This design comes from an exercise in tuning for small area on the open sky130 flow, not from production work. At most, simulation tests tie the RTL to the original design; equivalence was not proved. Power is estimated from default activity; no workload was simulated.

Setup of red:
==> flow/design.v <==
`default_nettype none
module infix_expression_evaluator #(
	parameter int STACK_DEPTH = 16,
	parameter int VALUE_WIDTH = 32
) (
	input  wire logic        clk,
	input  wire logic        arst_n,
	input  wire logic        start,
	output logic             busy,
	input  wire logic [7:0]  symbol,
	input  wire logic        last,
	output logic             done,
	output logic [31:0]      value,
	output logic [1:0]       status
);
	localparam int Q  = 4;          
	localparam int P  = 32 / Q;     
	localparam int QB = $clog2(Q);
	localparam int ND = 14 * Q;     
	localparam int NO = 15;   
	localparam logic [2:0] P_ADD = 3'b000, P_SUB = 3'b001, P_MUL = 3'b100, P_DIV = 3'b101,
	                       P_OPEN = 3'b010, P_CLOSE = 3'b011, P_FIN = 3'b110, P_NOP = 3'b111;
	localparam logic [1:0] E_OK = 2'd0, E_BAD = 2'd1, E_DIVZ = 2'd2, E_STACK = 2'd3;
	localparam logic [3:0] S_IDLE = 4'd0, S_ACC = 4'd1, S_OPR = 4'd2, S_PRE = 4'd3,
	                       S_EMIT = 4'd4, S_M1 = 4'd5, S_A1 = 4'd6, S_M2 = 4'd7,
	                       S_ZC = 4'd8, S_IT = 4'd9, S_FS = 4'd10, S_M3 = 4'd11,
	                       S_A2 = 4'd12, S_RF = 4'd13, S_POP = 4'd14, S_POP2 = 4'd15;
	logic [3:0]  state;
	logic [QB+3:0] ph;           
	logic [3:0]  pho;            
	logic [4:0]  cnt_d, cnt_o;   
	logic [1:0]  err;
	logic [2:0]  pend, top_o, sec_o;
	logic        lastq, neg;
	logic [4:0]  k;              
	logic [Q*P-1:0] Xv, Yv, Rv;   
	logic        rsave, ysave, cf, qbit;
	logic [ND*P-1:0] ring;
	logic [NO*3-1:0]  oring;
	wire [QB-1:0] q   = ph[QB-1:0];
	wire          q0  = (q == QB'(0));
	wire          ql  = (q == QB'(Q-1));
	wire [P-1:0]  tap = ring[ND*P-1 -: P];
	wire [2:0]  otap = oring[NO*3-1 -: 3];
	wire is_dig = (symbol >= 8'd48) && (symbol <= 8'd57);
	logic       is_op;
	logic [2:0] sym_code;
	always_comb begin
		is_op = 1'b1;
		sym_code = P_ADD;
		case (symbol)
			8'd43: sym_code = P_ADD;
			8'd45: sym_code = P_SUB;
			8'd42: sym_code = P_MUL;
			8'd47: sym_code = P_DIV;
			8'd40: sym_code = P_OPEN;
			8'd41: sym_code = P_CLOSE;
			default: is_op = 1'b0;
		endcase
	end
	wire d_at = (ph[QB+3:QB] == cnt_d[3:0]);         
	wire o_at = (pho == cnt_o[3:0]);                 
	wire d_empty = (cnt_d == 5'd0);
	wire d_lt2   = (cnt_d < 5'd2);
	wire d_full  = (cnt_d == 5'd16);
	wire o_empty = (cnt_o == 5'd0);
	wire o_lt2   = (cnt_o < 5'd2);
	wire o_full  = (cnt_o == 5'd16);
	wire dig_wait = is_dig && (err == E_OK) && !d_lt2 && !d_full && !d_at;
	assign busy = (state != S_IDLE) || !q0 || lastq || dig_wait;
	wire acc = start && !busy;
	wire op_mul = (top_o == P_MUL);
	wire op_div = (top_o == P_DIV);
	wire op_sub = (top_o == P_SUB);
	wire klast  = (k == 5'd31);
	logic X31, Y31;
	always_comb begin
		X31 = 1'b0;
		Y31 = 1'b0;
		for (int i = 0; i < Q; i++) if (q == QB'(Q-1-i)) begin
			X31 = Xv[i*P+P-1];
			Y31 = Yv[i*P+P-1];
		end
	end
	logic        c, m, inv, cin;
	wire  [P-1:0] Ah = {Rv[P-2:0], q0 ? c : rsave};
	wire  [P-1:0] Bh = (Xv[P-1:0] & {P{m}}) ^ {P{inv}};
	logic [P:0] Th;
	logic [P:0] cy;
	always_comb begin
		cy[0] = q0 ? cin : cf;
		for (int i = 0; i < P; i++) begin
			Th[i] = Ah[i] ^ Bh[i] ^ cy[i];
			cy[i+1] = (Ah[i] & Bh[i]) | (cy[i] & (Ah[i] ^ Bh[i]));
		end
		Th[P] = cy[P];
	end
	wire         T32 = Rv[P-1] ^ (Xv[P-1] & m) ^ inv ^ Th[P];    
	always_comb begin
		c = 1'b0; m = 1'b1; inv = 1'b0; cin = 1'b0;
		case (state)
			S_A1: begin inv = X31; cin = X31; end
			S_ZC: begin inv = !X31; cin = !X31; end
			S_A2: begin inv = neg; cin = neg; end
			default: begin  
				if (op_mul) begin
					m = Y31;
				end else if (op_div) begin
					c = Y31;
					inv = qbit ^ X31;    
					cin = inv;
				end else begin
					c = Y31 ^ op_sub;
					m = klast;
					cin = op_sub & klast;
				end
			end
		endcase
	end
	logic [3:0] state_n;
	logic [4:0] cnt_d_n, cnt_o_n;
	logic [1:0] err_n;
	logic [2:0] pend_n;
	logic       lastq_n;
	logic       wr_d, opush, opop, osec;
	logic       red, push, pop, fin_now, cdone;
	logic       x_y, y_r, y_sh, y_tap, r_zero, r_dig, r_sum;
	always_comb begin
		state_n = state;
		cnt_d_n = cnt_d;
		cnt_o_n = cnt_o;
		err_n   = err;
		pend_n  = pend;
		lastq_n = lastq;
		wr_d = 1'b0; opush = 1'b0; opop = 1'b0; osec = 1'b0;
		x_y = 1'b0; y_r = 1'b0; y_sh = 1'b0; y_tap = 1'b0;
		r_zero = 1'b0; r_dig = 1'b0; r_sum = 1'b0;
		done = 1'b0;
		red = 1'b0; push = 1'b0; pop = 1'b0; fin_now = 1'b0; cdone = 1'b0;
		case (state)
			S_IDLE: if (lastq) begin
				pend_n = P_FIN;
				if (ql) state_n = (err != E_OK) ? S_PRE : S_OPR;
			end else if (acc) begin
				lastq_n = last;
				if (err != E_OK) begin
				end else if (is_dig) begin
					if (d_full) err_n = E_STACK;
					else begin
						state_n = S_ACC;
						wr_d = !d_lt2;
						y_r = 1'b1;
						r_dig = 1'b1;
					end
				end else if (is_op) begin
					pend_n = sym_code;
					state_n = S_OPR;
				end else err_n = E_BAD;
			end
			S_ACC: begin
				wr_d = !d_lt2;
				y_r = 1'b1;
				r_dig = 1'b1;
				if (ql) begin
					cnt_d_n = cnt_d + 5'd1;
					state_n = S_IDLE;
				end
			end
			S_OPR: if (ql) begin
				case (pend)
					P_ADD, P_SUB: if (!o_empty && top_o != P_OPEN) red = 1'b1; else push = 1'b1;
					P_MUL, P_DIV: if (!o_empty && top_o[2]) red = 1'b1; else push = 1'b1;
					P_OPEN: push = 1'b1;
					P_CLOSE: begin
						if (o_empty) err_n = E_STACK;
						else if (top_o != P_OPEN) red = 1'b1;
						else begin pop = 1'b1; pend_n = P_NOP; end
					end
					P_NOP: cdone = 1'b1;
					default: begin  
						if (o_empty) fin_now = 1'b1;
						else if (top_o != P_OPEN) red = 1'b1;
						else pop = 1'b1;
					end
				endcase
				if (o_empty && pend == P_CLOSE) begin
					state_n = S_IDLE;
				end else if (fin_now) begin
					if (d_empty) err_n = E_STACK;
					state_n = S_PRE;
				end else if (pop) begin
					state_n = S_POP;
				end else if (red) begin
					if (d_lt2) begin
						err_n = E_STACK;
						state_n = S_IDLE;
					end else state_n = S_M1;
				end else if (push) begin
					if (o_full) begin
						err_n = E_STACK;
						state_n = S_IDLE;
					end else if (o_lt2 || o_at) begin
						opush = 1'b1;
						cnt_o_n = cnt_o + 5'd1;
						cdone = 1'b1;
					end
				end
				if (cdone) state_n = S_IDLE;
			end
			S_POP: if (ql) begin
				opop = 1'b1;
				cnt_o_n = cnt_o - 5'd1;
				state_n = S_POP2;
			end
			S_POP2: if (ql && (o_lt2 || o_at)) begin
				osec = 1'b1;
				state_n = S_OPR;
			end
			S_M1: begin
				x_y = 1'b1;
				y_r = 1'b1;
				r_zero = 1'b1;
				if (ql) begin
					cnt_d_n = cnt_d - 5'd1;
					state_n = op_div ? S_A1 : S_IT;
				end
			end
			S_A1: begin
				r_sum = 1'b1;
				if (ql) state_n = S_M2;
			end
			S_M2: begin
				x_y = 1'b1;
				y_r = 1'b1;
				r_zero = 1'b1;
				if (ql) state_n = S_ZC;
			end
			S_ZC: if (ql) begin
				if (!T32) begin
					err_n = E_DIVZ;
					state_n = S_IDLE;
				end else state_n = S_IT;
			end
			S_IT: begin
				r_sum = 1'b1;
				y_sh = 1'b1;
				if (ql && klast) state_n = op_div ? S_FS : S_RF;
			end
			S_FS: begin
				y_sh = 1'b1;
				if (ql) state_n = S_M3;
			end
			S_M3: begin
				x_y = 1'b1;
				r_zero = 1'b1;
				if (ql) state_n = S_A2;
			end
			S_A2: begin
				r_sum = 1'b1;
				if (ql) state_n = S_RF;
			end
			S_RF: begin
				if (d_lt2) begin
					if (ql) state_n = S_POP;
				end else if (d_at) begin
					y_tap = 1'b1;
					if (ql) state_n = S_POP;
				end
			end
			S_PRE: begin
				r_zero = (err != E_OK);
				if (ql) state_n = S_EMIT;
			end
			S_EMIT: begin
				done = q0;
				if (ql) begin
					cnt_d_n = 5'd0;
					cnt_o_n = 5'd0;
					err_n = E_OK;
					lastq_n = 1'b0;
					state_n = S_IDLE;
				end
			end
			default: state_n = S_IDLE;
		endcase
	end
	always_ff @(posedge clk or negedge arst_n) begin
		if (!arst_n) begin
			state <= S_IDLE;
			ph    <= (QB+4)'(2*Q);
			pho   <= 4'd1;
			cnt_d <= 5'd0;
			cnt_o <= 5'd0;
			err   <= E_OK;
			lastq <= 1'b0;
		end else begin
			state <= state_n;
			ph    <= (ph == (QB+4)'(16*Q-1)) ? (QB+4)'(2*Q) : ph + (QB+4)'(1);
			pho   <= (pho == 4'd15) ? 4'd1 : pho + 4'd1;
			cnt_d <= cnt_d_n;
			cnt_o <= cnt_o_n;
			err   <= err_n;
			lastq <= lastq_n;
		end
	end
	always_ff @(posedge clk) begin
		pend  <= pend_n;
		if (ql && state == S_A1) neg <= X31;
		else if (ql && state == S_ZC) neg <= neg ^ X31;
		if (state != S_IT) k <= 5'd0;
		else if (ql) k <= k + 5'd1;
		if (opush) begin
			top_o <= pend;
			sec_o <= top_o;
		end else begin
			if (opop) top_o <= sec_o;
			if (osec) sec_o <= otap;
		end
		cf    <= Th[P];
		rsave <= Rv[P-1];
		ysave <= Yv[P-1];
		if (ql && state == S_IT) qbit <= !T32;
		else if (state == S_ZC) qbit <= 1'b1;
		for (int i = 0; i < Q-1; i++) begin
			Xv[i*P +: P] <= Xv[(i+1)*P +: P];
			Yv[i*P +: P] <= Yv[(i+1)*P +: P];
			Rv[i*P +: P] <= Rv[(i+1)*P +: P];
		end
		Xv[Q*P-1 -: P] <= x_y ? Yv[P-1:0] : Xv[P-1:0];
		if (y_r) Yv[Q*P-1 -: P] <= Rv[P-1:0];
		else if (y_tap) Yv[Q*P-1 -: P] <= tap;
		else if (y_sh) Yv[Q*P-1 -: P] <= {Yv[P-2:0], q0 ? qbit : ysave};
		else Yv[Q*P-1 -: P] <= Yv[P-1:0];
		if (r_dig) Rv[Q*P-1 -: P] <= q0 ? P'(symbol[3:0]) : P'(0);
		else if (r_zero) Rv[Q*P-1 -: P] <= P'(0);
		else if (r_sum) Rv[Q*P-1 -: P] <= Th[P-1:0];
		else Rv[Q*P-1 -: P] <= Rv[P-1:0];
		ring  <= {ring[(ND-1)*P-1:0], wr_d ? Yv[P-1:0] : tap};
		oring <= {oring[(NO-1)*3-1:0], (opush && !o_lt2) ? sec_o : otap};
	end
	assign value = Rv;
	assign status = err;
endmodule
`default_nettype wire
export LEC_CHECK = 0
export CAP_MARGIN = 20
export CORE_MARGIN = 2
export CORE_UTILIZATION = 65
export SLEW_MARGIN = 20
create_clock -name core_clock -period 9.0 [get_ports {clk}]
standard.sh (not shown) runs the stock make flow with config.mk's settings and CLKGATE_MAP_FILE= SYNTH_SCRIPT=/design/flow/synth_recipe.tcl, a recipe that flattens the netlist after the stock synthesis.
==> flow/flow/run.sh <==
#!/bin/bash
# Layout flow: the standard flow (standard.sh, unchanged synthesis) with
# two settings passed through the environment:
#  - clock tree synthesis without dummy loads, with sink clusters of up to
#    11 flip-flops within 35 um, driven by clkbuf_4 cells;
#  - port buffers of the smallest buffer cell.
# The full output goes to standard.log in the work folder.
export CTS_ARGS="-sink_clustering_enable -repair_clock_nets -dont_use_dummy_load -sink_clustering_size 11 -sink_clustering_max_diameter 35 -buf_list sky130_fd_sc_hd__clkbuf_4"
export BUFFER_PORTS_ARGS="-buffer_cell sky130_fd_sc_hd__buf_1"
bash standard.sh > standard.log 2>&1
red completed every stage of the flow, and the final layout passed the timing, design-rule and antenna checks.
> inputs changed (red -> blue)
--- a/flow/design.v
+++ b/flow/design.v
@@ -56,13 +56,13 @@
 			8'd40: sym_code = P_OPEN;
 			8'd41: sym_code = P_CLOSE;
 			default: is_op = 1'b0;
 		endcase
 	end
 	wire d_at = (ph[QB+3:QB] == cnt_d[3:0]);         
-	wire o_at = (pho == cnt_o[3:0]);                 
+	wire o_at = (pho == 4'(cnt_o[3:0] - 4'd2));      
 	wire d_empty = (cnt_d == 5'd0);
 	wire d_lt2   = (cnt_d < 5'd2);
 	wire d_full  = (cnt_d == 5'd16);
 	wire o_empty = (cnt_o == 5'd0);
 	wire o_lt2   = (cnt_o < 5'd2);
 	wire o_full  = (cnt_o == 5'd16);
@@ -139,35 +139,42 @@
 		red = 1'b0; push = 1'b0; pop = 1'b0; fin_now = 1'b0; cdone = 1'b0;
 		case (state)
 			S_IDLE: if (lastq) begin
 				pend_n = P_FIN;
 				if (ql) state_n = (err != E_OK) ? S_PRE : S_OPR;
 			end else if (acc) begin
+				state_n = S_ACC;
 				lastq_n = last;
+				pend_n = P_NOP;
 				if (err != E_OK) begin
 				end else if (is_dig) begin
 					if (d_full) err_n = E_STACK;
 					else begin
-						state_n = S_ACC;
+						pend_n = P_FIN;
 						wr_d = !d_lt2;
 						y_r = 1'b1;
 						r_dig = 1'b1;
 					end
 				end else if (is_op) begin
 					pend_n = sym_code;
-					state_n = S_OPR;
 				end else err_n = E_BAD;
 			end
 			S_ACC: begin
-				wr_d = !d_lt2;
-				y_r = 1'b1;
-				r_dig = 1'b1;
-				if (ql) begin
-					cnt_d_n = cnt_d + 5'd1;
-					state_n = S_IDLE;
-				end
+				case (pend)
+					P_FIN: begin
+						wr_d = !d_lt2;
+						y_r = 1'b1;
+						r_dig = 1'b1;
+						if (ql) begin
+							cnt_d_n = cnt_d + 5'd1;
+							state_n = S_IDLE;
+						end
+					end
+					P_NOP: if (ql) state_n = S_IDLE;
+					default: if (ql) state_n = S_OPR;
+				endcase
 			end
 			S_OPR: if (ql) begin
 				case (pend)
 					P_ADD, P_SUB: if (!o_empty && top_o != P_OPEN) red = 1'b1; else push = 1'b1;
 					P_MUL, P_DIV: if (!o_empty && top_o[2]) red = 1'b1; else push = 1'b1;
 					P_OPEN: push = 1'b1;
@@ -285,21 +292,21 @@
 		endcase
 	end
 	always_ff @(posedge clk or negedge arst_n) begin
 		if (!arst_n) begin
 			state <= S_IDLE;
 			ph    <= (QB+4)'(2*Q);
-			pho   <= 4'd1;
+			pho   <= 4'd0;
 			cnt_d <= 5'd0;
 			cnt_o <= 5'd0;
 			err   <= E_OK;
 			lastq <= 1'b0;
 		end else begin
 			state <= state_n;
 			ph    <= (ph == (QB+4)'(16*Q-1)) ? (QB+4)'(2*Q) : ph + (QB+4)'(1);
-			pho   <= (pho == 4'd15) ? 4'd1 : pho + 4'd1;
+			pho   <= (pho == 4'(NO-1)) ? 4'd0 : pho + 4'd1;
 			cnt_d <= cnt_d_n;
 			cnt_o <= cnt_o_n;
 			err   <= err_n;
 			lastq <= lastq_n;
 		end
 	end
Results
- blue and red all finish clean.
- blue ends up with a worst clock skew that is 42 ps lower than in red.
- Re proportion of total power due to net switching: red was lower than blue.
- blue vs. red: multi-input combinational area share grew by 0.92 points; reported clock group power held steady; xor/xnor share of the synthesized area held steady.
Only the layout flow was run in blue; the RTL was not checked for function there.

==> separate check: timing with driven ports <==
In the flow no input, the clock included, has a driving cell. The finished layouts below were timed again as built, in two steps. Step 1 (the two cells are an assumption about what drives the block):
set clk [get_ports {clk}]
set_driving_cell -lib_cell sky130_fd_sc_hd__clkbuf_16 $clk
set_driving_cell -lib_cell sky130_fd_sc_hd__buf_2 [delete_from_list [all_inputs] $clk]
Step 2 times the ports against the registers' clock, not the clock port: input delays grow and output delays shrink by t, the midpoint of the rising clock arrivals with the driver on. a / b / c = no drivers / after step 1 / after step 2; a / b = the first two.
run	t, ns	setup WS [ns]	worst setup path after step 2	latest minus earliest clock arrival (ns)
red	0.668	2.226 / 2.226 / 2.226	register to register	0.133 / 0.133
blue	0.682	2.369 / 2.369 / 2.369	register to register	0.108 / 0.109
After both steps every run listed still meets setup and hold.
